From an optimization exercise on the open Yosys and OpenROAD flow, aimed at small area; shortcuts taken in it are not production practice.
In this exercise RTL edits were held to simulation tests only and were not proved equivalent to the original.
The clock cells of runs 6 to 9 come from the design's own scripts or RTL, not from TritonCTS.
The clock port is modelled as an ideal driver, which makes a skipped or thinned clock tree look cheaper than it is; a real chip needs a root buffer or a tree.
Power figures rest on the tool's default switching activity, not on a simulated workload.

## config.mk

```make
export PLATFORM = sky130hd
export DESIGN_NAME = iwdg_top
export DESIGN_NICKNAME = iwdg_top
export VERILOG_FILES = /design/flow/design.v
export SDC_FILE = /design/flow/constraint.sdc
export NUM_CORES = 4
export LEC_CHECK = 0
export ABC_AREA = 1
export CAP_MARGIN = 20
export CORE_MARGIN = 2
export CORE_UTILIZATION = 55
export SLEW_MARGIN = 20
```

## constraint.sdc

```tcl
create_clock -name core_clock -period 8.0 [get_ports {clk}]
set_input_delay 1.6000 -clock core_clock [delete_from_list [all_inputs] [get_ports {clk}]]
set_output_delay 1.6000 -clock core_clock [all_outputs]
set_load 0.01 [all_outputs]
```

## design.v

```verilog
`timescale 1ns/100ps
module iwdg_top
#(
  parameter logic [31:0] BASE_ADR = 32'h0100_0000,
  parameter int          FIFO_AW  = 4
) (
  input  logic        clk,
  input  logic        rst,
  input  logic        cyc_m2s,
  input  logic        stb_m2s,
  input  logic        we_m2s,
  input  logic [31:0] adr_m2s,
  input  logic [15:0] dat_m2s,
  output logic [15:0] dat_s2m,
  output logic        ack_s2m,
  output logic        iwdg_rst
);
  logic [2:0]  ph;
  logic [2:0]  ph_n;
  logic        ph0, ph1, ph4, ph5, ph7;
  logic        ph_clr;
  logic        mapped;
  logic [3:0]  s;
  logic [15:0] key;
  logic [11:0] rlr;
  logic [2:0]  pr;
  logic [1:0]  st;
  logic        nr;
  logic        wr;
  logic        w_kr, w_pr, w_rlr, w_st;
  logic        key_acc, key_cnt, dat_rel;
  assign mapped = (adr_m2s[31:4] == BASE_ADR[31:4]) && (adr_m2s[1:0] == 2'b00);
  assign s[0] = (adr_m2s[3:2] == 2'd0);
  assign s[1] = (adr_m2s[3:2] == 2'd1);
  assign s[2] = (adr_m2s[3:2] == 2'd2);
  assign s[3] = (adr_m2s[3:2] == 2'd3);
  assign ph0 = (ph == 3'd0);
  assign ph1 = (ph == 3'd1);
  assign ph4 = (ph == 3'd4);
  assign ph5 = (ph == 3'd5);
  assign ph7 = (ph == 3'd7);
  assign ph_clr = rst | (ph0 & ~(cyc_m2s & stb_m2s)) | (ph1 & ~mapped);
  assign ph_n   = (ph + 3'd1) & {3{~ph_clr}};
  always_ff @(posedge clk) ph <= ph_n;
  assign ack_s2m = ph7 | (ph1 & ~mapped);
  assign nr      = ~rst;
  assign wr      = ph4 & we_m2s;
  assign key_acc = (key == 16'h5555);
  assign key_cnt = (key == 16'hCCCC);
  assign dat_rel = (dat_m2s == 16'hAAAA);
  assign w_kr    = wr & s[0];
  assign w_pr    = wr & s[1] & key_acc & ~(&dat_m2s[2:0]);
  assign w_rlr   = wr & s[2] & key_acc;
  assign w_st    = wr;
  always_ff @(posedge clk) begin
    key   <= (dat_m2s & {16{w_kr & nr}}) | (key & {16{~w_kr & nr}});
    rlr   <= (dat_m2s[11:0] & {12{w_rlr}}) | (rlr & {12{~w_rlr}}) | {12{rst}};
    pr    <= (dat_m2s[2:0] & {3{w_pr & nr}}) | (pr & {3{~w_pr & nr}});
    st[1] <= ((w_kr & dat_rel) | (wr & s[3] & dat_m2s[1]) | (~w_st & st[1])) & nr;
    st[0] <= (w_pr | (wr & s[3] & dat_m2s[0]) | (~w_st & st[0])) & nr;
  end
  logic [3:0] g;
  assign g = s & {4{ph[2]}};
  assign dat_s2m = (key & {16{g[0]}})
                 | ({13'd0, pr} & {16{g[1]}})
                 | ({4'd0, rlr} & {16{g[2]}})
                 | ({14'd0, st} & {16{g[3]}});
  logic        reload;
  logic        hold_cnt;
  logic [7:0]  pre;
  logic [8:0]  e;        
  logic [7:0]  pre_inc;
  logic [5:0]  thr;      
  logic        tick;
  logic        pre_clr;
  logic [12:0] cnt;
  logic [12:0] b;        
  assign reload = ph5 & we_m2s & s[0] & st[1];
  assign e[0] = key_cnt;
  for (genvar i = 0; i < 8; i++) begin : g_pre
    assign e[i+1]     = e[i] & pre[i];
    assign pre_inc[i] = pre[i] ^ e[i];
  end
  assign thr[0] = (pr == 3'd0);
  assign thr[1] = (pr <= 3'd1);
  assign thr[2] = (pr <= 3'd2);
  assign thr[3] = (pr <= 3'd3);
  assign thr[4] = (pr <= 3'd4);
  assign thr[5] = (pr <= 3'd5);
  assign tick = e[8] | (|(pre_inc[7:2] & thr));
  assign pre_clr = rst | reload | (key_cnt & tick);
  always_ff @(posedge clk) pre <= pre_inc & {8{~pre_clr}};
  assign b[0] = key_cnt & tick & ~cnt[12];
  for (genvar i = 0; i < 12; i++) begin : g_cnt
    assign b[i+1] = b[i] & ~cnt[i];
  end
  assign hold_cnt = ~reload;
  always_ff @(posedge clk) begin
    cnt[11:0] <= ((cnt[11:0] ^ b[11:0]) & {12{hold_cnt}}) | (rlr & {12{reload}}) | {12{rst}};
    cnt[12]   <= (cnt[12] | b[12]) & hold_cnt & nr;
  end
  assign iwdg_rst = cnt[12];
endmodule
```

## flow/run.sh

```bash
#!/bin/bash
# Own layout flow: the standard synthesis, its gates re-mapped for area
# (registers untouched), then the standard ORFS layout with lighter port
# buffers and a smaller clock tree. Each tool writes its own log here.
set -euo pipefail
here=$(pwd)
plat=${FLOW_PLATFORM:-sky130hd}
top=${FLOW_TOP:-iwdg_top}
res=$here/orfs/results/$plat/iwdg_top/base
lib=$FLOW_HOME/platforms/$plat/lib/sky130_fd_sc_hd__tt_025C_1v80.lib
yosys_bin=$FLOW_HOME/../tools/install/yosys/bin/yosys
[[ -x $yosys_bin ]] || yosys_bin=yosys

# 1. Standard synthesis, unchanged.
bash standard.sh synth > log_1_synth.log 2>&1
cp "$res/1_2_yosys.v" "$here/1_2_yosys_std.v"

# 2. Re-map the gates between the registers.
dontuse=$(sed -n '/DONT_USE_CELLS += /,/^$/p' "$FLOW_HOME/platforms/$plat/config.mk" \
  | tr -d '\\' | grep -o 'sky130_fd_sc_hd__[A-Za-z0-9_]*' | sed 's/^/-dont_use /' | tr '\n' ' ')
sed -e "s|@LIB@|$lib|g" -e "s|@IN@|$here/1_2_yosys_std.v|" -e "s|@OUT@|$here/1_2_yosys_rs.v|" \
    -e "s|@TOP@|$top|g" -e "s|@ABC@|$here/flow/resynth.abc|" -e "s|@DONTUSE@|$dontuse|" \
    flow/resynth.ys.in > resynth.ys
"$yosys_bin" -s resynth.ys > log_2_resynth.log 2>&1
cp "$here/1_2_yosys_rs.v" "$res/1_2_yosys.v"
rm -f "$res/1_synth.odb" "$res/1_synth.sdc"

# 3. Standard layout from the re-mapped netlist.
bash standard.sh \
  "BUFFER_PORTS_ARGS=-buffer_cell sky130_fd_sc_hd__buf_1" \
  finish > log_3_layout.log 2>&1
```

## flow/resynth.abc

```
&get -n
&st
&deepsyn -T 40
&dch -f
&nf -a
&put
strash
&get -n
&deepsyn -T 40
&dch -f
&nf -a
&put
```

## flow/resynth.ys.in

```
# Re-map the combinational logic of the standard synthesis netlist with a
# stronger ABC script. Flip-flop instances are kept as they are (same names
# and cells); only the gates between them are rebuilt.
read_liberty -ignore_miss_func @LIB@
read_verilog @IN@
hierarchy -top @TOP@
setattr -mod -set keep_hierarchy 1 sky130_fd_sc_hd__df*
flatten
opt -purge
abc -script @ABC@ -liberty @LIB@ @DONTUSE@
opt_clean -purge
setattr -mod -set blackbox 1 sky130_fd_sc_hd__df*
splitnets
opt_clean -purge
hilomap -singleton -hicell sky130_fd_sc_hd__conb_1 HI -locell sky130_fd_sc_hd__conb_1 LO
insbuf -buf sky130_fd_sc_hd__buf_4 A X
select @TOP@
write_verilog -selected -noattr -noexpr -nohex -nodec @OUT@
select -clear
stat -top @TOP@ -liberty @LIB@
```

## standard.sh

```bash
#!/bin/bash
# synth_recipe.tcl (not shown) runs the flow's synth.tcl, then flattens the netlist and writes it again
# the make line also repeats each setting of config.mk as NAME=value (left out here)
make -C /OpenROAD-flow-scripts/flow DESIGN_CONFIG=/design/flow/config.mk WORK_HOME=/design/flow/orfs CLKGATE_MAP_FILE= SYNTH_SCRIPT=/design/flow/synth_recipe.tcl "${@:-finish}"
```

==> impl_metrics.toml, run 1 <==
[status]
run_status = "finished clean"

[critical_path]
crit_end = "cnt[11]"
r2r_cells = 12
arrival_ns = 5.73
start_kind = "flop"
cp-startpoint = "key[5]"
reg2reg_from = "key[5]"
setup.worst_path.class = "flop to flop"
r2r_end = "cnt[11]"
reg2reg_slack_ns = 2.54
endpoint_kind = "flop"
crit_required_ns = 8.27
cp_max_fo = 7

[sta]
finClkSkew_ns = 0.00814
worst_slew_pin_slew_ns = 1.10
maxSlewViolCount = 0
finalSetupViolCount = 0
hold_viol = 0
fmax_ghz = 0.183
relSlewSlack = 0.265
rsz0062_at_grt = "false"
period_share = 0.683
finalCriticalPeriod_ns = 5.46
finalSetupTns_ns = 0

[drt]
viasPerCell = 6.14
ant_nets = 0
drt_iter0_markers = 147
first_pass_iters = 5
drc = 0
drt-total-wl_mm = 6.15
wl_per_cell_um = 15.5
vias = 2438

[cells_and_area]
fill_cells = 361
diodes = 0
final_layout_size_suffix_gt1_frac = 0.0464
nNetsFinal = 394
area_delta_synth_final_pct = 21.7
final_cell_mix = "70 x buf_1, 57 x dfxtp_1, 31 x nor2_1, 28 x a22o_1, 15 x nand2_1"
final_common_cell = "buf_1"
stdcell_count = 397

[global_route]
grt_first_pass_wirelength_mm = 10.0
antenna_found_initial = 0
grt_max_degree = 19
grt.overflow.total = 0
track_usage = 0.257
grt_pass1_vias = 2159

[cts]
clkLatencyLatePin_ns = 0.33
cts_hold_buf = 0
clk_root_buffer_cell = "clkbuf_8"
htreeDepth = 3
ctsResizeCount = 0
cts_tree = "yes"
postCtsSetupBuffers = 0
numCtsBuffers = 9
cts_sinks = 57
clkTransAtPathRegs_ns = 0.07
cts_max_path_buffers = 2

[power_and_ir_drop]
peakVddDrop_mv = 0.0902
p_per_area_nw_per_um2 = 192
p_sw_frac = 0.231
p_int_uw = 437
p_leak_nw = 0.988
clkPwrFrac = 0.448
p_switching_uw = 131
combPwrFrac = 0.048
seq_power_share = 0.504

[floorplanning]
io_pins = 71
start_util = 0.565
die_height_um = 70.4
die_x_um = 70.4
core_area_um2 = 4290
num_rows = 24
die_area_um2 = 4960

[hold_path]
min_path_type = "flop to flop"

[place]
dp.cells = 382
port_buffers = 70
dpl.hpwl_mm = 4.48
gp_congestion = 0.841

[synth]
synth_cells = 259
yosys_warnings = 1
synth.avg_cell_area_um2 = 9.37
syn-cell-area_um2 = 2430
synth_nets = 312

[run]
maxCapViolCount = 0
==> power by group through the flow <==
| stage | sequential, mW | clock (mW) | combinational (mW) |
|---|---|---|---|
| detailed placement | 0.293 | 0 | 0.0270 |
| finish | 0.286 | 0.254 | 0.0272 |
| global route | 0.286 | 0.269 | 0.0305 |
| CTS | 0.286 | 0.256 | 0.0271 |
| global placement | 0.293 | 0 | 0.0270 |
| floorplan | 0.292 | 0 | 0.0104 |
==> worst min-delay path by stage <==
stage | startpoint | end | slack [ns] | cells past startpoint
final | cnt[8] | cnt[8] | 0.47 | 2
after CTS | cnt[8] | cnt[8] | 0.48 | 2
after floorplan | cnt[1] | cnt[1] | 0.44 | 2
after global routing | cnt[11] | cnt[11] | 0.51 | 2
after global placement | cnt[1] | cnt[1] | 0.47 | 2
after detailed placement | cnt[8] | cnt[8] | 0.47 | 2
==> through the flow <==
stage	worst slack, ns	util	area, um^2	total power, mW	hold WS, ns
after floorplan	3.19	-	2430	0.303	0.444
after global placement	2.80	0.644	2770	0.320	0.465
after detailed placement	2.65	0.644	2770	0.320	0.470
after CTS	2.60	0.687	2950	0.570	0.480
after global routing	2.17	0.687	2950	0.586	0.507
final	2.54	0.687	2950	0.568	0.475
==> registers in the layout, summed over array words and instances, names as in the netlist <==
| name | flops |
|---|---|
| cnt | 13 |
| key | 16 |
| ph | 3 |
| pr | 3 |
| pre | 8 |
| rlr | 12 |
| st | 2 |
==> cell type report <==
| class | instances | area, um^2 | area share |
|---|---|---|---|
| well taps | 52 | 65.1 | 0.0220 |
| clock inverters | 5 | 57.6 | 0.0195 |
| flip-flops and latches | 57 | 1140 | 0.387 |
| clock buffers | 10 | 128 | 0.0432 |
| multi-input cells | 197 | 1270 | 0.431 |
| repair buffers | 71 | 270 | 0.0916 |
| inverters | 5 | 18.8 | 0.00636 |
==> critical path, stage by stage, from the launching register on <==
cell and delay [ns]:
dfxtp_1 0.33, or4b_1 0.55, nor4_1 0.75, and4_1 0.39
and3_1 0.25, and3_1 0.23, a21boi_0 0.13, a2111oi_0 0.52
nor4b_1 0.52, or4b_1 0.56, or4_1 0.53, or4_1 0.47
a31oi_1 0.17
==> routing by layer <==
layer | global-route usage | part of all wire
met2 | 0.405 | 0.47
met5 | 0 | 0
met1 | 0.350 | 0.44
met4 | 0.0962 | 0.016
met3 | 0.0462 | 0.067
==> run 2: changes to the inputs <==
--- a/flow/run.sh
+++ b/flow/run.sh
@@ -30,2 +30,3 @@
   "BUFFER_PORTS_ARGS=-buffer_cell sky130_fd_sc_hd__buf_1" \
+  "CTS_ARGS=-sink_clustering_enable -repair_clock_nets -buf_list sky130_fd_sc_hd__clkbuf_4 -root_buf sky130_fd_sc_hd__clkbuf_4 -dont_use_dummy_load" \
   finish > log_3_layout.log 2>&1
==> impl_metrics.toml, run 2 <==
[global_route]
grt_first_pass_wirelength_mm = 9.89
grt_max_degree = 19
track_usage = 0.256
grt_pass1_vias = 2128
antenna_found_initial = 0
grt.overflow.total = 0

[sta]
fmax_ghz = 0.187
relSlewSlack = 0.264
worst_slew_pin_slew_ns = 1.10
finClkSkew_ns = 0.0345
worst_slack_ns = 2.66
hold_viol = 0
maxSlewViolCount = 0
finalCriticalPeriod_ns = 5.34
finalSetupViolCount = 0
period_share = 0.668
rsz0062_at_grt = "false"
finalSetupTns_ns = 0

[critical_path]
arrival_ns = 5.67
reg2reg_from = "key[5]"
r2r_cells = 12
start_kind = "flop"
endpoint_kind = "flop"
reg2reg_slack_ns = 2.66
cp_max_fo = 7
r2r_end = "cnt[11]"
setup.worst_path.class = "flop to flop"
crit_required_ns = 8.33

[drt]
drt-total-wl_mm = 6.05
drt_iter0_markers = 136
drc = 0
first_pass_iters = 4
ant_nets = 0
viasPerCell = 6.14
vias = 2402
wl_per_cell_um = 15.5

[floorplanning]
start_util = 0.565
die_x_um = 70.4
io_pins = 71
die_height_um = 70.4
num_rows = 24
die_area_um2 = 4960
core_area_um2 = 4290

[cells_and_area]
diodes = 0
final_layout_size_suffix_gt1_frac = 0.0324
top_regs = "key (16), cnt (13), rlr (12)"
largest-register = "key"
largest_reg_flops = 16
final_cell_mix = "70 x buf_1, 57 x dfxtp_1, 31 x nor2_1, 28 x a22o_1, 15 x nand2_1"
fin_area_um2 = 2830
nNetsFinal = 394
area_delta_synth_final_pct = 16.8
final_common_cell = "buf_1"

[cts]
cts_sinks = 57
clkTransAtPathRegs_ns = 0.10
clkLatencyLatePin_ns = 0.39
clk_root_buffer_cell = "clkbuf_4"
htreeDepth = 3
ctsResizeCount = 0
numCtsBuffers = 9
cts_tree = "yes"
postCtsSetupBuffers = 0
cts_max_path_buffers = 2
cts_hold_buf = 0

[place]
port_buffers = 70
place_area_um2 = 2770
gp_congestion = 0.841
dp_worst_setup_slack_ns = 2.65
dpl.hpwl_mm = 4.48

[hold_path]
holdPathEnd = "cnt[1]"
hp-start = "cnt[1]"
holdPathStages = 2
min_path_type = "flop to flop"

[power_and_ir_drop]
p_per_area_nw_per_um2 = 159
p_leak_nw = 0.945
peakVddDrop_mv = 0.118

[synth]
yosys_warnings = 1
syn-cell-area_um2 = 2430
synth_nets = 312
synth.avg_cell_area_um2 = 9.37
synth_cells = 259

[run]
maxCapViolCount = 0

[status]
run_status = "finished clean"
run 2: cell type report:
class	count	area, um^2
clock buffers	9	67.6
flip-flops and latches	57	1140
well taps	52	65.1
repair buffers	71	270
multi-input cells	197	1270
inverters	5	18.8
fillers	372	1460
run 2: worst max-delay path, cell delays in order (launching register included):
cell and delay [ns]:
dfxtp_1 0.32, or4b_1 0.54, nor4_1 0.71, and4_1 0.39, and3_1 0.25, and3_1 0.23, a21boi_0 0.13, a2111oi_0 0.49
nor4b_1 0.52, or4b_1 0.56, or4_1 0.53, or4_1 0.47, a31oi_1 0.17
run 2: power breakdown:
part           leakage [nW]  switching [mW]  internal (mW)
Combinational         0.443          0.0168         0.0104
Clock                0.0414          0.0864         0.0521
Sequential            0.460         0.00154          0.285
run 2: per-layer routing:
metal  vias up  GRT usage  part of all wire
li1       1198          -                 -
met1      1104      0.344              0.45
met2        93      0.394              0.47
met3         7     0.0693             0.065
met4         0     0.0919             0.013
met5         -          0                 0
run 2: per-stage QoR:
step / hold WS (ns) / power (mW) / utilization / std cells
4_1_cts: 0.485 / 0.456 / 0.660 / 391
6_report: 0.481 / 0.452 / 0.660 / 391
3_3_place_gp: 0.465 / 0.320 / 0.644 / 382
5_1_grt: 0.512 / 0.470 / 0.660 / 391
2_1_floorplan: 0.444 / 0.303 / - / 259
3_5_place_dp: 0.470 / 0.320 / 0.644 / 382
run 2: worst max-delay path by stage:
stage | end | cells past startpoint | start
after floorplan | cnt[11] | 12 | key[5]
after global placement | cnt[11] | 12 | key[5]
after detailed placement | cnt[11] | 12 | key[5]
after CTS | cnt[11] | 12 | key[5]
after global routing | cnt[12] | 12 | key[5]
final | cnt[11] | 12 | key[5]
==> run 3: changes to the inputs <==
--- a/design.v
+++ b/design.v
@@ -30,3 +30,4 @@
   logic        w_kr, w_pr, w_rlr, w_st;
-  logic        key_acc, key_cnt, dat_rel;
+  logic        key_acc, key_cnt, key_rel;
+  logic        kr5;
   assign mapped = (adr_m2s[31:4] == BASE_ADR[31:4]) && (adr_m2s[1:0] == 2'b00);
@@ -49,3 +50,3 @@
   assign key_cnt = (key == 16'hCCCC);
-  assign dat_rel = (dat_m2s == 16'hAAAA);
+  assign key_rel = (key == 16'hAAAA);
   assign w_kr    = wr & s[0];
@@ -58,3 +59,3 @@
     pr    <= (dat_m2s[2:0] & {3{w_pr & nr}}) | (pr & {3{~w_pr & nr}});
-    st[1] <= ((w_kr & dat_rel) | (wr & s[3] & dat_m2s[1]) | (~w_st & st[1])) & nr;
+    st[1] <= ((kr5 & key_rel) | (wr & s[3] & dat_m2s[1]) | (~w_st & ~kr5 & st[1])) & nr;
     st[0] <= (w_pr | (wr & s[3] & dat_m2s[0]) | (~w_st & st[0])) & nr;
@@ -77,3 +78,4 @@
   logic [12:0] b;        
-  assign reload = ph5 & we_m2s & s[0] & st[1];
+  assign kr5    = ph5 & we_m2s & s[0];
+  assign reload = kr5 & key_rel;
   assign e[0] = key_cnt;
==> flow/run.sh (replaced) <==
#!/bin/bash
# Own layout flow: the standard synthesis, its gates re-mapped for area
# (registers untouched), then the standard ORFS layout with lighter port
# buffers and a smaller clock tree. Each tool writes its own log here.
set -euo pipefail
here=$(pwd)
plat=${FLOW_PLATFORM:-sky130hd}
top=${FLOW_TOP:-iwdg_top}
res=$here/orfs/results/$plat/iwdg_top/base
lib=$FLOW_HOME/platforms/$plat/lib/sky130_fd_sc_hd__tt_025C_1v80.lib
yosys_bin=$FLOW_HOME/../tools/install/yosys/bin/yosys
[[ -x $yosys_bin ]] || yosys_bin=yosys
jobs=${NUM_CORES:-4}

# 1. Standard synthesis, unchanged.
bash standard.sh synth > log_1_synth.log 2>&1
cp "$res/1_2_yosys.v" "$here/1_2_yosys_std.v"

# 2. Re-map the gates between the registers with several ABC runs (different
#    seeds of its randomised AIG optimisation); keep the smallest netlist.
dontuse=$(sed -n '/DONT_USE_CELLS += /,/^$/p' "$FLOW_HOME/platforms/$plat/config.mk" \
  | tr -d '\\' | grep -o 'sky130_fd_sc_hd__[A-Za-z0-9_]*' | sed 's/^/-dont_use /' | tr '\n' ' ')
mkdir -p resynth
run_one() {
  local tag=$1 script=$2
  sed -e "s|@LIB@|$lib|g" -e "s|@IN@|$here/1_2_yosys_std.v|" -e "s|@OUT@|$here/resynth/$tag.v|" \
      -e "s|@TOP@|$top|g" -e "s|@ABC@|$script|" -e "s|@DONTUSE@|$dontuse|" \
      flow/resynth.ys.in > "resynth/$tag.ys"
  "$yosys_bin" -s "resynth/$tag.ys" > "log_2_resynth_$tag.log" 2>&1 || true
}
n=0
for seed in 0 1 2 3 4 5 6 7; do
  printf '&get -n\n&st\n&deepsyn -T 40 -S %s\n&dch -f\n&nf -a\n&put\n' "$seed" > "resynth/s$seed.abc"
  run_one "s$seed" "$here/resynth/s$seed.abc" &
  n=$((n + 1))
  if (( n % jobs == 0 )); then wait; fi
done
wait
best=""; best_area=""
for log in log_2_resynth_s*.log; do
  tag=${log#log_2_resynth_}; tag=${tag%.log}
  a=$(grep "Chip area for module" "$log" | tail -1 | awk '{print $NF}')
  [[ -n "$a" && -s "resynth/$tag.v" ]] || continue
  if [[ -z "$best" ]] || awk -v a="$a" -v b="$best_area" 'BEGIN{exit !(a < b)}'; then
    best=$tag; best_area=$a
  fi
done
echo "resynth: best $best area $best_area" | tee log_2_resynth_pick.log
if [[ -n "$best" ]]; then
  cp "resynth/$best.v" "$res/1_2_yosys.v"
  rm -f "$res/1_synth.odb" "$res/1_synth.sdc"
fi

# 3. Standard layout from the re-mapped netlist.
bash standard.sh \
  "BUFFER_PORTS_ARGS=-buffer_cell sky130_fd_sc_hd__buf_1" \
  "CTS_ARGS=-sink_clustering_enable -repair_clock_nets -buf_list sky130_fd_sc_hd__clkbuf_2 -root_buf sky130_fd_sc_hd__clkbuf_4 -dont_use_dummy_load" \
  finish > log_3_layout.log 2>&1
removed: flow/resynth.abc
==> impl_metrics.toml, run 3 <==
[drt]
first_pass_iters = 5
wl_met1_mm = 2.72
drt-total-wl_mm = 6.05
drc = 0
wl_met3_um = 330
viasPerCell = 6.03
met2WireLength_mm = 2.86
top_layer = "met4"
wl_per_cell_um = 15.4
drt_iter0_markers = 126
vias = 2375
ant_nets = 0

[power_and_ir_drop]
p_sw_frac = 0.233
peakVddDrop_mv = 0.0964
p_leak_nw = 0.989
p_int_uw = 346
seq_power_share = 0.633
clkPwrFrac = 0.315
p_switching_uw = 105
p_per_area_nw_per_um2 = 159
combPwrFrac = 0.052

[synth]
syn-cell-area_um2 = 2410
synth_nets = 315
synth.avg_cell_area_um2 = 9.19
synth_cells = 262
yosys_warnings = 1

[cts]
ctsResizeCount = 0
clkTransAtPathRegs_ns = 0.10
cts_sinks = 57
cts_hold_buf = 0
postCtsSetupBuffers = 0
clkLatencyLatePin_ns = 0.41
htreeDepth = 3
clk_root_buffer_cell = "clkbuf_4"
cts_tree = "yes"
numCtsBuffers = 9
cts_max_path_buffers = 2

[critical_path]
max_stage_delay_ns = 0.82
setup.worst_path.class = "flop to flop"
arrival_ns = 5.52
crit_required_ns = 8.34
crit_slowest_cell = "nor4_1"
path_cells = "or4b_1, nor4_1, and4_1, and3_1, and3_1, nor2_1, o22ai_1, nand4_1, or4_1, or4_1, or4_1, or3_1, a21boi_0"
endpoint_kind = "flop"
crit_family = "simple AND/OR/NAND/NOR gates"
start_kind = "flop"
cp_max_fo = 6
cpMostUsedCell = "or4_1"
cp_num_buf_inv = 0

[cells_and_area]
largest-register = "key"
fill_cells = 386
final_cell_mix = "70 x buf_1, 57 x dfxtp_1, 27 x nor2_1, 27 x a22o_1, 26 x nand2_1"
final_layout_size_suffix_gt1_frac = 0.0351
largest_reg_flops = 16
diodes = 0
nNetsFinal = 397
stdcell_count = 394
top_regs = "key (16), cnt (13), rlr (12)"
final_common_cell = "buf_1"
area_delta_synth_final_pct = 17.4

[global_route]
grt_pass1_vias = 2200
track_usage = 0.263
grt_max_degree = 19
grt.overflow.total = 0
grt_first_pass_wirelength_mm = 10.1
antenna_found_initial = 0

[sta]
rsz0062_at_grt = "false"
maxSlewViolCount = 0
hold_viol = 0
worst_slew_pin_slew_ns = 1.02
relSlewSlack = 0.318
fmax_ghz = 0.193
period_share = 0.648
finalSetupViolCount = 0
worst_slack_ns = 2.82
finClkSkew_ns = 0.0276
finalSetupTns_ns = 0
finalCriticalPeriod_ns = 5.18

[place]
dpl.hpwl_mm = 4.43
gp_congestion = 0.864
dp.cells = 385
dp_worst_setup_slack_ns = 2.89
port_buffers = 70

[floorplanning]
num_rows = 24
start_util = 0.561
core_area_um2 = 4290
die_x_um = 70.2
die_area_um2 = 4920
die_height_um = 70.2
io_pins = 71

[status]
run_status = "finished clean"

[hold_path]
min_path_type = "flop to flop"

[run]
maxCapViolCount = 0
## run 3: changes by cell type in the layout (fill, tap and decap cells not counted), sizes merged, moves of 3 or more
cell / change
nand4: -3
xnor2: +3
nand2b: -3
nand2: +11
a21oi: +3
or3: +4
nor2: -4
## run 3: power by group through the flow
stage	clock network, mW	registers, mW	logic [mW]
2_1_floorplan	0	0.292	0.00833
3_3_place_gp	0	0.292	0.0228
3_5_place_dp	0	0.292	0.0232
4_1_cts	0.144	0.285	0.0232
5_1_grt	0.155	0.286	0.0262
6_report	0.142	0.285	0.0233
## run 3: through the flow
step            util  total power, mW  cell area [um^2]  hold slack (ns)
3_5_place_dp   0.641            0.315              2750            0.472
6_report       0.659            0.451              2830            0.483
4_1_cts        0.657            0.453              2820            0.484
3_3_place_gp   0.641            0.315              2750            0.457
5_1_grt        0.659            0.467              2830            0.506
2_1_floorplan      -            0.300              2410            0.437
## run 3: worst reg2reg max path, cell delays in order, from the launching register on
cell and delay (ns):
dfxtp_1 0.34, or4b_1 0.54, nor4_1 0.82, and4_1 0.41
and3_1 0.26, and3_1 0.23, nor2_1 0.06, o22ai_1 0.20
nand4_1 0.21, or4_1 0.54, or4_1 0.49, or4_1 0.50
or3_1 0.36, a21boi_0 0.16
## run 3: per-layer routing
layer  global-route usage  vias up
met3               0.0620       15
met1                0.336     1101
li1                     -     1177
met2                0.406       82
met4                0.152        0
met5                    0        -
## run 3: worst paths after layout
kind | start | end | slack [ns] | depth (start not counted)
setup / recovery | key[4] | cnt[12] | 2.82 | 13
hold / removal | cnt[6] | cnt[6] | 0.48 | 2
setup reg to reg | key[4] | cnt[12] | 2.82 | 13
hold reg to reg | cnt[6] | cnt[6] | 0.48 | 2
## run 3: cell type report
type	count	area [um^2]	area share
Timing Repair Buffer	71	270	0.0956
Clock buffer	9	67.6	0.0239
Multi-Input combinational cell	199	1260	0.446
Sequential cell	57	1140	0.404
Tap cell	52	65.1	0.0230
Inverter	6	22.5	0.00796
==> run 4: changes to the inputs <==
--- a/flow/run.sh
+++ b/flow/run.sh
@@ -31,4 +31,4 @@
 n=0
-for seed in 0 1 2 3 4 5 6 7; do
-  printf '&get -n\n&st\n&deepsyn -T 40 -S %s\n&dch -f\n&nf -a\n&put\n' "$seed" > "resynth/s$seed.abc"
+for seed in $(seq 0 15); do
+  printf '&get -n\n&st\n&deepsyn -T 40 -S %s\n&dch -f\n&nf -a -R 1000 -C 32\n&put\n' "$seed" > "resynth/s$seed.abc"
   run_one "s$seed" "$here/resynth/s$seed.abc" &
@@ -56,3 +56,3 @@
   "BUFFER_PORTS_ARGS=-buffer_cell sky130_fd_sc_hd__buf_1" \
-  "CTS_ARGS=-sink_clustering_enable -repair_clock_nets -buf_list sky130_fd_sc_hd__clkbuf_2 -root_buf sky130_fd_sc_hd__clkbuf_4 -dont_use_dummy_load" \
+  "CTS_ARGS=-sink_clustering_enable -repair_clock_nets -buf_list sky130_fd_sc_hd__clkbuf_4 -root_buf sky130_fd_sc_hd__clkbuf_4 -dont_use_dummy_load" \
   finish > log_3_layout.log 2>&1
==> impl_metrics.toml, run 4 <==
[cts]
cts_hold_buf = 0
cts_sinks = 57
postCtsSetupBuffers = 0
clkLatencyLatePin_ns = 0.39
clkTransAtPathRegs_ns = 0.08
cts_max_path_buffers = 2
htreeDepth = 3
clk_root_buffer_cell = "clkbuf_4"
ctsResizeCount = 0
cts_tree = "yes"
numCtsBuffers = 9

[drt]
ant_nets = 0
viasPerCell = 5.89
vias = 2250
wl_per_cell_um = 14.9
first_pass_iters = 7
drc = 0
drt_iter0_markers = 153
drt-total-wl_mm = 5.70

[global_route]
track_usage = 0.239
grt_first_pass_wirelength_mm = 9.34
grt.overflow.total = 0
grt_pass1_vias = 2092
antenna_found_initial = 0
grt_max_degree = 19

[floorplanning]
io_pins = 71
die_height_um = 69.4
die_area_um2 = 4810
start_util = 0.579
core_area_um2 = 4060
die_x_um = 69.4
num_rows = 23

[cells_and_area]
final_layout_size_suffix_gt1_frac = 0.0361
largest-register = "key"
nNetsFinal = 387
largest_reg_flops = 16
diodes = 0
final_cell_mix = "70 x buf_1, 57 x dfxtp_1, 33 x nor2_1, 28 x a22o_1, 18 x nand2_1"
final_common_cell = "buf_1"
area_delta_synth_final_pct = 17.8
top_regs = "key (16), cnt (13), rlr (12)"
fin_area_um2 = 2770

[place]
place_area_um2 = 2690
port_buffers = 70
dpl.hpwl_mm = 4.23
dp_worst_setup_slack_ns = 2.63
gp_congestion = 0.859

[critical_path]
crit_required_ns = 8.32
cp_max_fo = 5
start_kind = "flop"
r2r_cells = 22
setup.worst_path.class = "flop to flop"
endpoint_kind = "flop"
arrival_ns = 5.76

[sta]
finalSetupViolCount = 0
fmax_ghz = 0.184
finalSetupTns_ns = 0
relSlewSlack = 0.470
worst_slew_pin_slew_ns = 0.793
finClkSkew_ns = 0.0376
worst_slack_ns = 2.56
finalCriticalPeriod_ns = 5.44
maxSlewViolCount = 0
period_share = 0.680
rsz0062_at_grt = "false"
hold_viol = 0

[synth]
yosys_warnings = 1
syn-cell-area_um2 = 2350
synth.avg_cell_area_um2 = 9.29
synth_cells = 253
synth_nets = 306

[power_and_ir_drop]
peakVddDrop_mv = 0.103
p_per_area_nw_per_um2 = 162
p_leak_nw = 0.948

[hold_path]
holdPathStages = 2
min_path_type = "flop to flop"

[run]
maxCapViolCount = 0

[status]
run_status = "finished clean"
==> run 4: worst max-delay path, stage by stage (launching register included) <==
cell       delay (ns)
dfxtp_1          0.34
nor2_1           0.10
nand3_1          0.08
nor4_1           0.59
and3_1           0.33
and3_1           0.25
and3_1           0.26
and3_1           0.22
nor2_1           0.07
o21a_1           0.10
o211ai_1         0.15
o2111ai_1        0.18
nor3_1           0.28
nand2b_1         0.16
or3_1            0.36
or2_0            0.28
or3_1            0.36
or2_0            0.28
or3_1            0.38
or2_0            0.28
o21ai_0          0.20
a21oi_1          0.06
nor2_1           0.09
==> run 4: routing by layer <==
layer	vias to the layer above	track usage	wire, um
li1	1136	-	-
met1	1013	0.313	2710
met2	94	0.389	2610
met3	7	0.0509	314
met4	0	0.0915	76
met5	-	0	0
==> run 4: cell type report <==
cell class / instances / area, um^2
fill: 354 / 1290
multi-input combinational: 193 / 1220
sequential: 57 / 1140
timing repair buffer: 70 / 263
clock buffer: 9 / 67.6
tap: 50 / 62.6
inverter: 3 / 11.3
==> run 4: power by group <==
| group | switching [mW] | leakage [nW] | internal, mW |
|---|---|---|---|
| Combinational | 0.0147 | 0.447 | 0.00937 |
| Sequential | 0.000921 | 0.460 | 0.284 |
| Clock | 0.0866 | 0.0414 | 0.0520 |
==> run 4: per-stage QoR <==
| stage | hold slack (ns) | power, mW | cells | utilization |
|---|---|---|---|---|
| 6_report | 0.473 | 0.448 | 382 | 0.682 |
| 5_1_grt | 0.503 | 0.464 | 382 | 0.682 |
| 4_1_cts | 0.474 | 0.448 | 382 | 0.679 |
| 3_5_place_dp | 0.462 | 0.315 | 373 | 0.662 |
| 3_3_place_gp | 0.464 | 0.315 | 373 | 0.662 |
| 2_1_floorplan | 0.441 | 0.300 | 253 | - |
==> run 4: path summary, 6_finish.rpt <==
| path | from | endpoint | slack (ns) |
|---|---|---|---|
| worst max-delay path | key[9] | cnt[11] | 2.56 |
| worst max register to register | key[9] | cnt[11] | 2.56 |
| worst min-delay path | cnt[1] | cnt[1] | 0.47 |
| worst min register to register | cnt[1] | cnt[1] | 0.47 |
==> run 5: changes to the inputs <==
--- a/flow/run.sh
+++ b/flow/run.sh
@@ -31,4 +31,4 @@
 n=0
-for seed in $(seq 0 15); do
-  printf '&get -n\n&st\n&deepsyn -T 40 -S %s\n&dch -f\n&nf -a -R 1000 -C 32\n&put\n' "$seed" > "resynth/s$seed.abc"
+for seed in $(seq 0 100); do
+  printf '&get -n\n&st\n&deepsyn -T 40 -J 100 -S %s\n&dch -f\n&nf -a -R 1000 -C 32\n&put\n' "$seed" > "resynth/s$seed.abc"
   run_one "s$seed" "$here/resynth/s$seed.abc" &
--- a/config.mk
+++ b/config.mk
@@ -8,5 +8,5 @@
 export ABC_AREA = 1
-export CAP_MARGIN = 20
+export CAP_MARGIN = 0
 export CORE_MARGIN = 2
 export CORE_UTILIZATION = 55
-export SLEW_MARGIN = 20
+export SLEW_MARGIN = 0
==> impl_metrics.toml, run 5 <==
[sta]
hold_viol = 0
rsz0062_at_grt = "false"
finalSetupTns_ns = 0
relSlewSlack = 0.237
finClkSkew_ns = 0.0390
fmax_ghz = 0.179
maxSlewViolCount = 0
period_share = 0.700
worst_slack_ns = 2.40
finalSetupViolCount = 0
finalCriticalPeriod_ns = 5.60
worst_slew_pin_slew_ns = 1.14

[place]
port_buffers = 70
place_area_um2 = 2690
dpl.hpwl_mm = 4.15
gp_congestion = 0.811
dp_worst_setup_slack_ns = 2.40

[power_and_ir_drop]
report.power.total_uw = 447
peakVddDrop_mv = 0.0932
p_per_area_nw_per_um2 = 162
p_leak_nw = 0.938

[cts]
postCtsSetupBuffers = 0
htreeDepth = 3
cts_max_path_buffers = 2
numCtsBuffers = 9
clkLatencyLatePin_ns = 0.39
ctsResizeCount = 0
clk_root_buffer_cell = "clkbuf_4"
clkTransAtPathRegs_ns = 0.10
cts_tree = "yes"
cts_sinks = 57
cts_hold_buf = 0

[drt]
vias = 2239
drc = 0
drt_iter0_markers = 115
ant_nets = 0
wl_per_cell_um = 14.8
viasPerCell = 5.82
drt-total-wl_mm = 5.69
first_pass_iters = 4

[synth]
synth_cells = 255
synth_nets = 308
yosys_warnings = 1
syn-cell-area_um2 = 2350
synth.avg_cell_area_um2 = 9.20

[status]
run_status = "finished clean"

[global_route]
antenna_found_initial = 0
grt_max_degree = 19
grt_first_pass_wirelength_mm = 9.52
grt.overflow.total = 0
grt_pass1_vias = 2121
track_usage = 0.249

[critical_path]
start_kind = "flop"
cp-startpoint = "key[9]"
crit_required_ns = 8.34
reg2reg_slack_ns = 2.40
arrival_ns = 5.94
crit_end = "cnt[11]"
reg2reg_from = "key[9]"
cp_max_fo = 5
endpoint_kind = "flop"
setup.worst_path.class = "flop to flop"
r2r_end = "cnt[11]"
r2r_cells = 21

[cells_and_area]
final_common_cell = "buf_1"
diodes = 0
largest-register = "key"
top_regs = "key (16), cnt (13), rlr (12)"
area_delta_synth_final_pct = 17.5
regArea_um2 = 1140
final_layout_size_suffix_gt1_frac = 0.0358
nNetsFinal = 390
final_cell_mix = "70 x buf_1, 57 x dfxtp_1, 33 x nor2_1, 29 x a22o_1, 19 x nand2_1"
multi_input_area_um2 = 1210
fin_area_um2 = 2760
fill_cells = 349
largest_reg_flops = 16

[floorplanning]
num_rows = 23
die_height_um = 69.3
start_util = 0.578
io_pins = 71
die_area_um2 = 4800
core_area_um2 = 4060
die_x_um = 69.3

[hold_path]
min_path_type = "flop to flop"

[run]
maxCapViolCount = 0
==> run 5: cell type report <==
type                       instances  share of cell area
multi-input combinational        196               0.438
clock buffer                       9              0.0245
inverter                           2             0.00272
sequential                        57               0.414
tap                               50              0.0227
timing repair buffer              71              0.0980
==> run 5: worst min path at each step <==
stage                     cells past startpoint   start  endpoint
after floorplan                               2   st[1]     st[1]
after detailed placement                      2  cnt[4]    cnt[4]
after global placement                        2   st[1]     st[1]
final                                         2  cnt[2]    cnt[2]
after CTS                                     2   st[1]     st[1]
after global routing                          2  cnt[4]    cnt[4]
==> run 5: stage by stage <==
stage	hold slack [ns]	utilization	cells
2_1_floorplan	0.437	-	255
3_3_place_gp	0.456	0.663	376
3_5_place_dp	0.469	0.663	376
4_1_cts	0.476	0.679	385
5_1_grt	0.491	0.679	385
6_report	0.483	0.679	385
==> run 5: metal layers <==
| metal | vias up | global-route usage | share of wire |
|---|---|---|---|
| met1 | 1034 | 0.326 | 0.48 |
| met2 | 52 | 0.388 | 0.46 |
| li1 | 1145 | - | - |
| met4 | 0 | 0.0915 | 0.015 |
| met3 | 8 | 0.0785 | 0.046 |
| met5 | - | 0 | 0 |
==> run 5: power breakdown <==
part	switching, mW	internal [mW]
Sequential	0.00114	0.284
Clock	0.0866	0.0520
Combinational	0.0138	0.00944
Total	0.102	0.346
==> run 5: critical path, cell delays in order (launching register included) <==
cell	delay [ns]
dfxtp_1	0.34
nor2_1	0.10
nand3_1	0.09
nor4_1	0.56
and3_1	0.34
and3_1	0.25
and3_1	0.24
and2_0	0.21
nand2_1	0.09
a211o_1	0.29
a21oi_1	0.14
o2111ai_1	0.15
or3_1	0.41
or3_1	0.37
or3_1	0.39
or3_1	0.37
or2_0	0.28
or3_1	0.36
or2_0	0.27
o21ai_0	0.17
a21oi_1	0.06
nor2_1	0.08
==> run 6: changes to the inputs <==
--- a/flow/run.sh
+++ b/flow/run.sh
@@ -57,2 +57,3 @@
   "CTS_ARGS=-sink_clustering_enable -repair_clock_nets -buf_list sky130_fd_sc_hd__clkbuf_4 -root_buf sky130_fd_sc_hd__clkbuf_4 -dont_use_dummy_load" \
+  "POST_CTS_TCL=$here/flow/post_cts.tcl" CLK_LEAVES=2 CLK_LEAF_BUF=sky130_fd_sc_hd__clkbuf_16 \
   finish > log_3_layout.log 2>&1
==> flow/post_cts.tcl (new file) <==
# Replace the clock tree CTS built with a flat one: the clock port drives a
# few large clock buffers directly (at most CLK_LEAVES, no more than the
# port may feed), each driving the register clock pins of one placement
# cluster. Every register sees the same one-buffer clock path.
set block [ord::get_db_block]
set db [ord::get_db]
set nleaves [expr {[info exists ::env(CLK_LEAVES)] ? $::env(CLK_LEAVES) : 2}]
set leaf_master [$db findMaster [expr {[info exists ::env(CLK_LEAF_BUF)] ? $::env(CLK_LEAF_BUF) : "sky130_fd_sc_hd__clkbuf_16"}]]
set clk_net [$block findNet clk]

# Walk the tree from the port: buffers to remove, register clock pins to keep.
set bufs {}
set sinks {}
set todo [list $clk_net]
while {[llength $todo]} {
  set net [lindex $todo 0]
  set todo [lrange $todo 1 end]
  foreach it [$net getITerms] {
    if {![$it isInputSignal]} { continue }
    set inst [$it getInst]
    set m [$inst getMaster]
    if {[$m isSequential]} {
      lappend sinks $it
    } else {
      lappend bufs $inst
      foreach o [$inst getITerms] {
        if {[$o isOutputSignal] && [$o getNet] != "NULL"} { lappend todo [$o getNet] }
      }
    }
  }
}
puts "post_cts: [llength $bufs] tree cells, [llength $sinks] register clock pins"
foreach inst $bufs {
  set nets {}
  foreach o [$inst getITerms] {
    if {[$o isOutputSignal] && [$o getNet] != "NULL"} { lappend nets [$o getNet] }
  }
  foreach it [$inst getITerms] { if {[$it getNet] != "NULL"} { $it disconnect } }
  odb::dbInst_destroy $inst
  foreach n $nets { if {$n != $clk_net} { odb::dbNet_destroy $n } }
}
# Dummy loads are not reached by the walk when they hang off a removed net.
foreach inst [$block getInsts] {
  if {[string match "clkload*" [$inst getName]]} { odb::dbInst_destroy $inst }
}

# Cluster the registers: k-means on their placed centres.
set pts {}
foreach it $sinks {
  set bb [[$it getInst] getBBox]
  lappend pts [list [expr {([$bb xMin] + [$bb xMax]) / 2}] [expr {([$bb yMin] + [$bb yMax]) / 2}] $it]
}
set sorted [lsort -integer -index 0 $pts]
set n [llength $sorted]
set centers {}
for {set k 0} {$k < $nleaves} {incr k} {
  set p [lindex $sorted [expr {int(($k + 0.5) * $n / $nleaves)}]]
  lappend centers [list [lindex $p 0] [lindex $p 1]]
}
for {set iter 0} {$iter < 50} {incr iter} {
  set groups {}
  for {set k 0} {$k < $nleaves} {incr k} { lappend groups {} }
  foreach p $pts {
    set best 0; set bd -1
    for {set k 0} {$k < $nleaves} {incr k} {
      set c [lindex $centers $k]
      set d [expr {abs([lindex $p 0] - [lindex $c 0]) + abs([lindex $p 1] - [lindex $c 1])}]
      if {$bd < 0 || $d < $bd} { set bd $d; set best $k }
    }
    lset groups $best [concat [lindex $groups $best] [list $p]]
  }
  set new {}
  for {set k 0} {$k < $nleaves} {incr k} {
    set g [lindex $groups $k]
    if {[llength $g] == 0} { lappend new [lindex $centers $k]; continue }
    set sx 0; set sy 0
    foreach p $g { incr sx [lindex $p 0]; incr sy [lindex $p 1] }
    lappend new [list [expr {$sx / [llength $g]}] [expr {$sy / [llength $g]}]]
  }
  set centers $new
}

for {set k 0} {$k < $nleaves} {incr k} {
  set g [lindex $groups $k]
  if {[llength $g] == 0} { continue }
  set net [odb::dbNet_create $block "clknet_leaf_$k"]
  $net setSigType CLOCK
  set buf [odb::dbInst_create $block $leaf_master "clkbuf_leaf_$k"]
  set c [lindex $centers $k]
  $buf setLocation [lindex $c 0] [lindex $c 1]
  $buf setPlacementStatus PLACED
  [$buf findITerm A] connect $clk_net
  [$buf findITerm X] connect $net
  foreach p $g {
    set it [lindex $p 2]
    $it disconnect
    $it connect $net
  }
  puts "post_cts: leaf $k drives [llength $g] registers"
}
detailed_placement
check_placement -verbose
estimate_parasitics -placement
report_clock_skew
set worst 0
foreach pin [get_pins -hierarchical */CLK] {
  foreach a {max min} { foreach e {rise fall} {
    set s [get_property $pin slew_${a}_$e]
    if {$s > $worst} { set worst $s }
  } }
}
puts "post_cts: worst register clock slew (placement estimate) $worst"
==> impl_metrics.toml, run 6 <==
[status]
run_status = "finished clean"

[cells_and_area]
regArea_um2 = 1140
fill_cells = 351
final_layout_size_suffix_gt1_frac = 0.0152
top_regs = "key (16), cnt (13), rlr (12)"
area_delta_synth_final_pct = 16.7
final_common_cell = "buf_1"
diodes = 0
largest-register = "key"
nNetsFinal = 383
multi_input_area_um2 = 1210
largest_reg_flops = 16
stdcell_count = 378
final_cell_mix = "70 x buf_1, 57 x dfxtp_1, 33 x nor2_1, 29 x a22o_1, 19 x nand2_1"

[floorplanning]
die_height_um = 69.3
io_pins = 71
num_rows = 23
core_area_um2 = 4060
start_util = 0.578
die_area_um2 = 4800
die_x_um = 69.3

[sta]
maxSlewViolCount = 0
finalSetupViolCount = 0
worst_slew_pin_slew_ns = 1.11
worst_slack_ns = 2.36
hold_viol = 0
fmax_ghz = 0.177
rsz0062_at_grt = "false"
relSlewSlack = 0.254
finalSetupTns_ns = 0
finalCriticalPeriod_ns = 5.64
finClkSkew_ns = 0.00769
period_share = 0.705
holdWs_ns = 0.487

[synth]
syn-cell-area_um2 = 2350
synth_nets = 308
synth_cells = 255
yosys_warnings = 1
synth.avg_cell_area_um2 = 9.20

[critical_path]
start_kind = "flop"
crit_slowest_cell = "nor4_1"
r2r_end = "cnt[11]"
cpMostUsedCell = "or3_1"
max_stage_delay_ns = 0.56
crit_required_ns = 8.11
arrival_ns = 5.75
r2r_cells = 21
cp_max_fo = 5
cp-startpoint = "key[9]"
endpoint_kind = "flop"
setup.worst_path.class = "flop to flop"
path_cells = "nor2_1, nand3_1, nor4_1, and3_1, and3_1, and3_1, and2_0, nand2_1, a211o_1, a21oi_1, o2111ai_1, or3_1, or3_1, or3_1, or3_1, or2_0, or3_1, or2_0, o21ai_0, a21oi_1, nor2_1"
reg2reg_slack_ns = 2.36
crit_end = "cnt[11]"
reg2reg_from = "key[9]"

[drt]
drt_iter0_markers = 91
vias = 2227
wl_per_cell_um = 14.9
first_pass_iters = 5
drc = 0
viasPerCell = 5.89
drt-total-wl_mm = 5.62
ant_nets = 0

[global_route]
grt_max_degree = 30
grt_pass1_vias = 2079
grt.overflow.total = 0
track_usage = 0.235
antenna_found_initial = 0
grt_first_pass_wirelength_mm = 9.42

[place]
dp_worst_setup_slack_ns = 2.40
port_buffers = 70
dp.cells = 376
gp_congestion = 0.811
dpl.hpwl_mm = 4.15

[hold_path]
min_path_type = "flop to flop"

[power_and_ir_drop]
p_leak_nw = 0.921
report.power.total_uw = 424
p_per_area_nw_per_um2 = 155
peakVddDrop_mv = 0.136

[cts]
clkTransAtPathRegs_ns = 0.10
clkLatencyLatePin_ns = 0.17
cts_sinks = 57

[run]
maxCapViolCount = 0
## run 6: worst min path at each step
stage,cells past startpoint,end,startpoint,slack (ns)
floorplan,2,st[1],st[1],0.44
global placement,2,st[1],st[1],0.46
detailed placement,2,cnt[4],cnt[4],0.47
global route,2,cnt[4],cnt[4],0.49
finish,2,st[1],st[1],0.49
## run 6: per-stage QoR
stage               cell area, um^2  utilization
finish                         2740        0.675
global route                   2740        0.675
detailed placement             2690        0.663
global placement               2690        0.663
floorplan                      2350            -
## run 6: cell type report
class	instances	area share
multi-input cells	196	0.441
flip-flops and latches	57	0.417
repair buffers	71	0.0987
well taps	50	0.0228
plain buffers	2	0.0183
inverters	2	0.00274
## run 6: critical path: cells and delay by family, from the launching register on
kind,cells,cell delay [ns]
and+or+nand+nor,16,4.42
DFF,1,0.36
AOI/OAI and AO/OA,5,0.81
## run 6: power breakdown
group | total [mW] | internal, mW | leakage [nW] | switching [mW]
Combinational | 0.0233 | 0.00944 | 0.436 | 0.0138
Sequential | 0.286 | 0.284 | 0.460 | 0.00114
Clock | 0.115 | 0.0463 | 0.0246 | 0.0685
## run 6: routing by layer
layer  vias to the layer above  wire length (um)  global-route usage
met5                         -                 0                   0
met4                         0                26              0.0305
met3                         3               197              0.0320
met2                        48              2700               0.404
met1                      1049              2690               0.325
li1                       1127                 -                   -
==> run 7: changes to the inputs <==
--- a/config.mk
+++ b/config.mk
@@ -11,2 +11,3 @@
 export CORE_UTILIZATION = 55
+export GPL_TIMING_DRIVEN = 0
 export SLEW_MARGIN = 0
==> impl_metrics.toml, run 7 <==
[cells_and_area]
fill_cells = 362
nNetsFinal = 384
largest_reg_flops = 16
largest-register = "key"
area_delta_synth_final_pct = 17.7
final_core_util = 0.680
final_common_cell = "buf_1"
final_cell_mix = "70 x buf_1, 57 x dfxtp_1, 33 x nor2_1, 29 x a22o_1, 19 x nand2_1"
final_layout_size_suffix_gt1_frac = 0.0213
top_regs = "key (16), cnt (13), rlr (12)"
diodes = 0

[synth]
synth_nets = 308
syn-cell-area_um2 = 2350
synth.avg_cell_area_um2 = 9.20
yosys_warnings = 1
synth_cells = 255

[drt]
ant_nets = 0
first_pass_iters = 4
drc = 0
viasPerCell = 5.98
drt-total-wl_mm = 5.72
vias = 2265
drt_iter0_markers = 142
wl_per_cell_um = 15.1

[critical_path]
setup.worst_path.class = "flop to flop"
crit_required_ns = 8.09
r2r_cells = 21
cp_max_fo = 5
endpoint_kind = "flop"
arrival_ns = 6.01
start_kind = "flop"

[floorplanning]
die_height_um = 69.3
num_rows = 23
io_pins = 71
start_util = 0.578
die_x_um = 69.3
core_area_um2 = 4060
die_area_um2 = 4800

[global_route]
track_usage = 0.241
grt_first_pass_wirelength_mm = 9.70
antenna_found_initial = 0
grt.overflow.total = 0
grt_max_degree = 33
grt_pass1_vias = 2092

[hold_path]
min_path_type = "flop to flop"
holdPathStages = 2

[sta]
rsz0062_at_grt = "false"
worst_slew_pin_slew_ns = 0.996
fmax_ghz = 0.169
finClkSkew_ns = 0.0266
period_share = 0.739
finalSetupViolCount = 0
finalCriticalPeriod_ns = 5.91
finalSetupTns_ns = 0
hold_viol = 0
maxSlewViolCount = 0
relSlewSlack = 0.335

[power_and_ir_drop]
p_leak_nw = 0.929
clkPwrFrac = 0.275
seq_power_share = 0.670
p_per_area_nw_per_um2 = 154
p_sw_frac = 0.202
p_switching_uw = 85.9
peakVddDrop_mv = 0.111
combPwrFrac = 0.054
p_int_uw = 340

[place]
dpl.hpwl_mm = 4.22
port_buffers = 70
gp_congestion = 0.831

[cts]
clkLatencyLatePin_ns = 0.18
clkTransAtPathRegs_ns = 0.12
cts_sinks = 57

[status]
run_status = "finished clean"

[run]
maxCapViolCount = 0
run 7: worst max-delay path: stages, from the launching register on:
cell       delay (ns)
dfxtp_1          0.36
nor2_1           0.11
nand3_1          0.08
nor4_1           0.62
and3_1           0.36
and3_1           0.26
and3_1           0.27
and2_0           0.23
nand2_1          0.09
a211o_1          0.29
a21oi_1          0.14
o2111ai_1        0.16
or3_1            0.43
or3_1            0.38
or3_1            0.40
or3_1            0.38
or2_0            0.28
or3_1            0.36
or2_0            0.27
o21ai_0          0.18
a21oi_1          0.07
nor2_1           0.10
run 7: metal layers:
layer | track usage | routed length, um
met1 | 0.342 | 2680
met2 | 0.400 | 2800
met3 | 0.0262 | 214
met4 | 0.0479 | 21
met5 | 0 | 0
run 7: path summary, 6_finish.rpt:
path,start,end,slack (ns)
worst max-delay path,key[9],cnt[11],2.09
worst min-delay path,cnt[10],cnt[10],0.48
worst max register to register,key[9],cnt[11],2.09
worst min register to register,cnt[10],cnt[10],0.48
run 7: power by group through the flow:
stage          logic (mW)  clock network, mW  registers [mW]
6_report           0.0231              0.117           0.286
5_1_grt            0.0261              0.129           0.286
3_3_place_gp       0.0221                  0           0.292
3_5_place_dp       0.0229                  0           0.292
2_1_floorplan     0.00834                  0           0.292
run 7: cell type report:
type	count	area (um^2)	area share
Sequential cell	57	1140	0.413
Timing Repair Buffer	72	285	0.103
Inverter	2	7.51	0.00272
Multi-Input combinational cell	196	1210	0.440
Buffer	2	50.0	0.0181
Tap cell	50	62.6	0.0227
run 7: stage by stage:
stage | power (mW) | hold WS [ns] | instance area (um^2) | setup WS [ns] | instances
detailed placement | 0.315 | 0.458 | 2710 | 2.20 | 377
global placement | 0.314 | 0.454 | 2670 | 2.34 | 375
finish | 0.426 | 0.480 | 2760 | 2.09 | 379
global route | 0.441 | 0.492 | 2760 | 1.66 | 379
floorplan | 0.300 | 0.437 | 2350 | 2.99 | 255
==> run 8: changes to the inputs <==
--- a/config.mk
+++ b/config.mk
@@ -10,3 +10,3 @@
 export CORE_MARGIN = 2
-export CORE_UTILIZATION = 55
+export CORE_UTILIZATION = 70
 export GPL_TIMING_DRIVEN = 0
==> impl_metrics.toml, run 8 <==
[synth]
synth_cells = 255
synth.avg_cell_area_um2 = 9.20
yosys_warnings = 1
syn-cell-area_um2 = 2350
synth_nets = 308

[floorplanning]
die_area_um2 = 3830
start_util = 0.714
core_area_um2 = 3280
num_rows = 21
die_height_um = 61.9
die_x_um = 61.9
io_pins = 71

[cells_and_area]
largest-register = "key"
stdcell_count = 375
final_layout_size_suffix_gt1_frac = 0.0213
diodes = 0
multi_input_area_um2 = 1210
regArea_um2 = 1140
fill_cells = 221
final_cell_mix = "70 x buf_1, 57 x dfxtp_1, 33 x nor2_1, 29 x a22o_1, 19 x nand2_1"
top_regs = "key (16), cnt (13), rlr (12)"
area_delta_synth_final_pct = 17.4
final_common_cell = "buf_1"
largest_reg_flops = 16
nNetsFinal = 384

[global_route]
grt_first_pass_wirelength_mm = 9.32
track_usage = 0.323
antenna_found_initial = 0
grt_pass1_vias = 2085
grt_max_degree = 34
grt.overflow.total = 0

[sta]
hold_viol = 0
period_share = 0.729
finalSetupTns_ns = 0
worst_slack_ns = 2.17
finalSetupViolCount = 0
rsz0062_at_grt = "false"
fmax_ghz = 0.171
worst_slew_pin_slew_ns = 0.986
finClkSkew_ns = 0.0215
maxSlewViolCount = 0
relSlewSlack = 0.341
finalCriticalPeriod_ns = 5.83

[place]
dp.cells = 373
gp_congestion = 0.796
dpl.hpwl_mm = 4.36
dp_worst_setup_slack_ns = 2.25
port_buffers = 70

[drt]
drt-total-wl_mm = 6.01
drt_iter0_markers = 232
viasPerCell = 6.33
drc = 0
ant_nets = 0
first_pass_iters = 4
wl_per_cell_um = 16.0
vias = 2374

[power_and_ir_drop]
peakVddDrop_mv = 0.167
p_leak_nw = 0.929
report.power.total_uw = 427
p_per_area_nw_per_um2 = 155

[critical_path]
cp_max_fo = 5
arrival_ns = 5.96
endpoint_kind = "flop"
setup.worst_path.class = "flop to flop"
crit_required_ns = 8.12
start_kind = "flop"

[cts]
cts_sinks = 57
clkLatencyLatePin_ns = 0.17
clkTransAtPathRegs_ns = 0.12

[run]
maxCapViolCount = 0

[hold_path]
min_path_type = "flop to flop"

[status]
run_status = "finished clean"
## run 8: critical path, stage by stage (launching register included)
cell,delay (ns)
dfxtp_1,0.38
nor2_1,0.12
nand3_1,0.08
nor4_1,0.58
and3_1,0.36
and3_1,0.26
and3_1,0.25
and2_0,0.22
nand2_1,0.09
a211o_1,0.29
a21oi_1,0.17
o2111ai_1,0.17
or3_1,0.43
or3_1,0.38
or3_1,0.39
or3_1,0.38
or2_0,0.28
or3_1,0.37
or2_0,0.27
o21ai_0,0.16
a21oi_1,0.06
nor2_1,0.08
## run 8: where the power goes
part / total (mW) / leakage, nW / switching [mW] / internal (mW)
Combinational: 0.0236 / 0.444 / 0.0144 / 0.00921
Clock: 0.118 / 0.0246 / 0.0717 / 0.0464
Sequential: 0.286 / 0.460 / 0.00127 / 0.284
## run 8: layer usage
metal  GRT usage  part of all wire  up-vias
met4      0.0517            0.0080        0
li1            -                 -     1136
met2       0.591              0.50      109
met5           0                 0        -
met3      0.0414             0.068        9
met1       0.415              0.42     1120
## run 8: cell type report
| cell class | instances | share of cell area |
|---|---|---|
| plain buffers | 2 | 0.0182 |
| flip-flops and latches | 57 | 0.414 |
| inverters | 2 | 0.00272 |
| multi-input cells | 196 | 0.441 |
| well taps | 46 | 0.0209 |
| repair buffers | 72 | 0.104 |
## run 8: stage by stage
step / utilization / area [um^2] / hold WS (ns)
after floorplan: - / 2350 / 0.437
after global placement: 0.812 / 2670 / 0.453
after detailed placement: 0.822 / 2700 / 0.460
after global routing: 0.839 / 2760 / 0.504
final: 0.839 / 2760 / 0.479
## run 8: path summary, 6_finish.rpt
kind / from / endpoint / slack, ns / depth (start not counted)
worst max-delay path: key[9] / cnt[11] / 2.17 / 21
worst min-delay path: cnt[2] / cnt[2] / 0.48 / 2
worst max register to register: key[9] / cnt[11] / 2.17 / 21
worst min register to register: cnt[2] / cnt[2] / 0.48 / 2
==> run 9: changes to the inputs <==
--- a/flow/run.sh
+++ b/flow/run.sh
@@ -21,3 +21,3 @@
 dontuse=$(sed -n '/DONT_USE_CELLS += /,/^$/p' "$FLOW_HOME/platforms/$plat/config.mk" \
-  | tr -d '\\' | grep -o 'sky130_fd_sc_hd__[A-Za-z0-9_]*' | sed 's/^/-dont_use /' | tr '\n' ' ')
+  | tr -d '\\' | grep -o 'sky130_fd_sc_hd__[A-Za-z0-9_]*' | sed 's/^/-dont_use /' | tr '\n' ' ' || true)
 mkdir -p resynth
@@ -41,3 +41,3 @@
   tag=${log#log_2_resynth_}; tag=${tag%.log}
-  a=$(grep "Chip area for module" "$log" | tail -1 | awk '{print $NF}')
+  a=$(grep "Chip area for module" "$log" | tail -1 | awk '{print $NF}' || true)
   [[ -n "$a" && -s "resynth/$tag.v" ]] || continue
--- a/config.mk
+++ b/config.mk
@@ -10,4 +10,3 @@
 export CORE_MARGIN = 2
-export CORE_UTILIZATION = 70
-export GPL_TIMING_DRIVEN = 0
+export CORE_UTILIZATION = 55
 export SLEW_MARGIN = 0
==> impl_metrics.toml, run 9 <==
[global_route]
grt_pass1_vias = 2079
antenna_found_initial = 0
grt_first_pass_wirelength_mm = 9.42
grt.overflow.total = 0
grt_max_degree = 30
track_usage = 0.235

[critical_path]
cpMostUsedCell = "or3_1"
crit_slowest_cell = "nor4_1"
max_stage_delay_ns = 0.56
crit_family = "simple AND/OR/NAND/NOR gates"
cp_max_fo = 5
path_cells = "nor2_1, nand3_1, nor4_1, and3_1, and3_1, and3_1, and2_0, nand2_1, a211o_1, a21oi_1, o2111ai_1, or3_1, or3_1, or3_1, or3_1, or2_0, or3_1, or2_0, o21ai_0, a21oi_1, nor2_1"
start_kind = "flop"
endpoint_kind = "flop"
arrival_ns = 5.75
setup.worst_path.class = "flop to flop"
crit_required_ns = 8.11
cp_num_buf_inv = 0

[cells_and_area]
regArea_um2 = 1140
diodes = 0
nNetsFinal = 383
final_layout_size_suffix_gt1_frac = 0.0152
multi_input_area_um2 = 1210
largest-register = "key"
top_regs = "key (16), cnt (13), rlr (12)"
largest_reg_flops = 16
stdcell_count = 378
final_core_util = 0.675
area_delta_synth_final_pct = 16.7
final_common_cell = "buf_1"
final_cell_mix = "70 x buf_1, 57 x dfxtp_1, 33 x nor2_1, 29 x a22o_1, 19 x nand2_1"
fill_cells = 351

[place]
dpl.hpwl_mm = 4.15
dp.cells = 376
gp_congestion = 0.811
port_buffers = 70

[sta]
finalCriticalPeriod_ns = 5.64
period_share = 0.705
fmax_ghz = 0.177
finalSetupTns_ns = 0
finalSetupViolCount = 0
hold_viol = 0
rsz0062_at_grt = "false"
holdWs_ns = 0.487
worst_slew_pin_slew_ns = 1.11
finClkSkew_ns = 0.00769
relSlewSlack = 0.254
maxSlewViolCount = 0

[floorplanning]
die_height_um = 69.3
die_x_um = 69.3
core_area_um2 = 4060
die_area_um2 = 4800
io_pins = 71
start_util = 0.578
num_rows = 23

[power_and_ir_drop]
clkPwrFrac = 0.271
p_sw_frac = 0.197
seq_power_share = 0.674
p_per_area_nw_per_um2 = 155
combPwrFrac = 0.055
p_leak_nw = 0.921
peakVddDrop_mv = 0.136
p_int_uw = 340
p_switching_uw = 83.5

[synth]
synth_cells = 255
syn-cell-area_um2 = 2350
synth_nets = 308
yosys_warnings = 1
synth.avg_cell_area_um2 = 9.20

[drt]
vias = 2227
drt-total-wl_mm = 5.62
drc = 0
ant_nets = 0
drt_iter0_markers = 91
first_pass_iters = 5
wl_per_cell_um = 14.9
viasPerCell = 5.89

[hold_path]
min_path_type = "flop to flop"

[cts]
clkTransAtPathRegs_ns = 0.10
cts_sinks = 57
clkLatencyLatePin_ns = 0.17

[status]
run_status = "finished clean"

[run]
maxCapViolCount = 0
[run 9: metal layers]
| layer | global-route usage | vias up | part of all wire |
|---|---|---|---|
| li1 | - | 1127 | - |
| met1 | 0.325 | 1049 | 0.48 |
| met2 | 0.404 | 48 | 0.48 |
| met3 | 0.0320 | 3 | 0.035 |
| met4 | 0.0305 | 0 | 0.0046 |
| met5 | 0 | - | 0 |
[run 9: metrics by stage]
stage | setup slack (ns) | area [um^2] | power [mW]
floorplan | 2.99 | 2350 | 0.300
global route | 1.89 | 2740 | 0.438
global placement | 2.59 | 2690 | 0.315
finish | 2.36 | 2740 | 0.424
detailed placement | 2.40 | 2690 | 0.315
[run 9: worst register-to-register path: cells and delay by family, from the launching register on]
family / cells / cell delay, ns
and+or+nand+nor: 16 / 4.43
DFF: 1 / 0.36
AOI/OAI and AO/OA: 5 / 0.81
[run 9: final timing paths]
path                             start       to  slack [ns]  cells after the start
worst max-delay path            key[9]  cnt[11]        2.36                     21
worst min-delay path             st[1]    st[1]        0.49                      2
worst max register to register  key[9]  cnt[11]        2.36                     21
worst min register to register   st[1]    st[1]        0.49                      2
[run 9: area by class of cell]
type,count,area share
buffer,2,0.0183
inverter,2,0.00274
multi-input combinational,196,0.441
sequential,57,0.417
tap,50,0.0228
timing repair buffer,71,0.0987
[run 9: power by group through the flow]
stage	logic (mW)	clock network [mW]	registers [mW]
floorplan	0.00834	0	0.292
global placement	0.0227	0	0.292
detailed placement	0.0231	0	0.292
global route	0.0262	0.125	0.286
finish	0.0233	0.115	0.286

re-timing with driven ports:
No port has a modelled driver above. Below, the same layouts with a new extraction and two added sets of constraints. Step 1 assumes that a clkbuf_16 drives the clock port and a buf_2 every other input. Step 2, shift: input delay + t, output delay - t, t = (earliest + latest rising clock arrival at the registers) / 2. This alone moves slack from input paths to output paths. a / b / c = ideal / step 1 / step 2; a / b = the first two.
| run | t, ns | setup WS [ns] | hold slack, ns | worst setup path at the end | worst data-port slew with drivers (ns) |
|---|---|---|---|---|---|
| run 1 | 0.357 | 2.537 / 2.537 / 2.537 | 0.475 / 0.475 / 0.475 | register to register | 0.04 |
| run 2 | 0.403 | 2.656 / 2.656 / 2.656 | 0.481 / 0.481 / 0.481 | register to register | 0.04 |
| run 3 | 0.418 | 2.819 / 2.819 / 2.819 | 0.483 / 0.483 / 0.483 | register to register | 0.04 |
| run 4 | 0.394 | 2.562 / 2.562 / 2.562 | 0.473 / 0.473 / 0.473 | register to register | 0.03 |
| run 5 | 0.401 | 2.401 / 2.401 / 2.401 | 0.483 / 0.483 / 0.483 | register to register | 0.04 |
| run 6 | 0.208 | 2.360 / 2.360 / 2.360 | 0.487 / 0.487 / 0.487 | register to register | 0.04 |
| run 7 | 0.213 | 2.085 / 2.085 / 2.085 | 0.480 / 0.480 / 0.480 | register to register | 0.04 |
| run 8 | 0.209 | 2.169 / 2.169 / 2.169 | 0.479 / 0.479 / 0.479 | register to register | 0.04 |
| run 9 | 0.208 | 2.360 / 2.360 / 2.360 | 0.487 / 0.487 / 0.487 | register to register | 0.04 |
After both steps every run listed still meets setup and hold.
